This design comes from an exercise in tuning for small area on the open sky130 flow, not from production work.
Function was checked by simulation only, so behaviour that the tests miss may differ from the original.
Power is estimated from default activity; no workload was simulated.

## qpu_exu
module qpu_exu (
  input  logic        clk,
  input  logic        i_reset,
  input  logic        i_valid,
  input  logic [31:0] i_instr,
  input  logic        i_trigger,
  input  logic [31:0] i_trigger_clk,
  output logic        o_ready,
  output logic        o_clk_ena,
  output logic [7:0]  o_event_valid,
  output logic [15:0] o_event_data
);
  logic        full;
  logic        accept;
  assign o_ready = ~full;
  assign accept  = i_valid & ~full;
  logic [3:0]  op;
  logic [15:0] imm;
  logic        is_addi, is_add, is_sub, is_lui, is_sett, is_sete, is_tpt;
  assign op  = {i_instr[31] | i_reset, i_instr[30:28]};
  assign imm = i_instr[15:0];
  assign is_addi = (op == qpu_pkg::OP_ADDI);
  assign is_add  = (op == qpu_pkg::OP_ADD);
  assign is_sub  = (op == qpu_pkg::OP_SUB);
  assign is_lui  = (op == qpu_pkg::OP_LUI);
  assign is_sett = (op == qpu_pkg::OP_SETT);
  assign is_sete = (op == qpu_pkg::OP_SETE);
  assign is_tpt  = (op == qpu_pkg::OP_TPT);
  logic [31:0] rf_q [1:15];
  logic [15:1] vld_q;
  logic        rf_wen;
  logic [3:0]  rd;
  logic [31:0] sum;
  logic [15:1] sel1, sel2;
  logic        rr;           
  logic [31:0] rs1, rs2;
  assign rf_wen = accept & (is_addi | is_add | is_sub | is_lui);
  assign rr     = is_add | is_sub;
  assign rd     = i_instr[27:24];
  always_ff @(posedge clk) begin
  ...
Size in the first run: ~2100 cells after synthesis, roughly 750 flip-flops, about 94 I/O pins, about 0.032 mm^2 of cells after synthesis.
clock: 7.0 ns
lec_check: 0
cap_margin: 20
core_margin: 2
core_utilization: 70
slew_margin: 20
synth_hierarchical: 1
synth_minimum_keep_size: 0
standard.sh (not shown) runs the stock make flow with config.mk's settings and CLKGATE_MAP_FILE= SYNTH_SCRIPT=/design/flow/synth_recipe.tcl, a recipe that flattens the netlist after the stock synthesis.
==> flow/flow/run.sh <==
#!/bin/bash
# Standard layout with three changes after synthesis:
#  - ports are buffered with buf_2 instead of the default delay-cell buffer;
#  - the buffer repair may not use the largest buffers (buf_8/12/16), so it
#    drives high-fanout nets with several small buffers instead;
#  - clock tree: clkbuf_8 buffers over clusters of at most 16 sinks within
#    60 um, and no dummy loads.
# Synthesis is the standard one, unchanged.
set -euo pipefail

bash standard.sh synth > synth.log 2>&1

PLAT_DU=$(make -s -C "$FLOW_HOME" DESIGN_CONFIG="$FLOW_CONFIG" WORK_HOME="$PWD/orfs" \
  print-DONT_USE_CELLS 2>/dev/null | sed -n 's/^DONT_USE_CELLS: //p')
[ -n "$PLAT_DU" ] || { echo "could not read DONT_USE_CELLS" >&2; exit 1; }
echo "platform dont-use: $PLAT_DU" > layout.log

bash standard.sh \
  "DONT_USE_CELLS=$PLAT_DU sky130_fd_sc_hd__buf_8 sky130_fd_sc_hd__buf_12 sky130_fd_sc_hd__buf_16" \
  "BUFFER_PORTS_ARGS=-buffer_cell sky130_fd_sc_hd__buf_2" \
  "CTS_ARGS=-sink_clustering_enable -repair_clock_nets -sink_clustering_size 16 -sink_clustering_max_diameter 60 -dont_use_dummy_load -buf_list sky130_fd_sc_hd__clkbuf_8" \
  finish >> layout.log 2>&1
Rerun with:
--- a/flow/flow/run.sh
+++ b/flow/flow/run.sh
@@ -1,5 +1,5 @@
 #!/bin/bash
 # Standard layout with three changes after synthesis:
-#  - ports are buffered with buf_2 instead of the default delay-cell buffer;
+#  - ports are buffered with buf_1 instead of the default delay-cell buffer;
 #  - the buffer repair may not use the largest buffers (buf_8/12/16), so it
 #    drives high-fanout nets with several small buffers instead;
@@ -18,5 +18,5 @@
 bash standard.sh \
   "DONT_USE_CELLS=$PLAT_DU sky130_fd_sc_hd__buf_8 sky130_fd_sc_hd__buf_12 sky130_fd_sc_hd__buf_16" \
-  "BUFFER_PORTS_ARGS=-buffer_cell sky130_fd_sc_hd__buf_2" \
+  "BUFFER_PORTS_ARGS=-buffer_cell sky130_fd_sc_hd__buf_1" \
   "CTS_ARGS=-sink_clustering_enable -repair_clock_nets -sink_clustering_size 16 -sink_clustering_max_diameter 60 -dont_use_dummy_load -buf_list sky130_fd_sc_hd__clkbuf_8" \
   finish >> layout.log 2>&1
Settings changed: CORE_UTILIZATION 70 to 75.
Outcome:
- The changed run completed with no timing, DRC or antenna violations
- hold slack gets better by 0.020 ns
- wire length went up by 2.6%
- setup slack gets worse by 0.0030 ns
- sequential power barely changes
- die area went down by 6.5%
- combinational power went down by about 1%
- sequential share of layout area went up by 0.58 points
- maximum frequency stays flat
- total power stays flat
Rerun with:
Settings changed: CORE_UTILIZATION 75 to 80.
Combinational power went up by a few percent; setup slack loses 0.39 ns; power went up slightly; cell count went down slightly; global-route usage went up by 7.8 points; maximum frequency went down by a few percent; wire length went up by roughly a tenth.

## port drivers added, routing unchanged
No port has a modelled driver above. Below, the same layouts with a new extraction and two added sets of constraints. Step 1 assumes that a clkbuf_16 drives the clock port and a buf_2 every other input. Step 2, shift: input delay + t, output delay - t, t = (earliest + latest rising clock arrival at the registers) / 2. This alone moves slack from input paths to output paths. Slacks: ideal / step 1 / step 2; pairs: ideal / step 1.
run | t, ns | setup WS [ns] | worst setup path at the end | clock arrival spread, ns
the first run | 0.754 | 0.592 / 0.629 / -0.125 | input to register | 0.042 / 0.043
the second run | 0.760 | 0.589 / 0.628 / -0.132 | input to register | 0.088 / 0.087
the third run | 0.768 | 0.203 / 0.237 / -0.531 | input to register | 0.058 / 0.057
With both steps, setup timing fails in every run listed, where it was met with ideal ports. For the third run, which loses most, drivers alone change the setup slack by +0.034 ns; drivers and shift together by -0.734 ns.
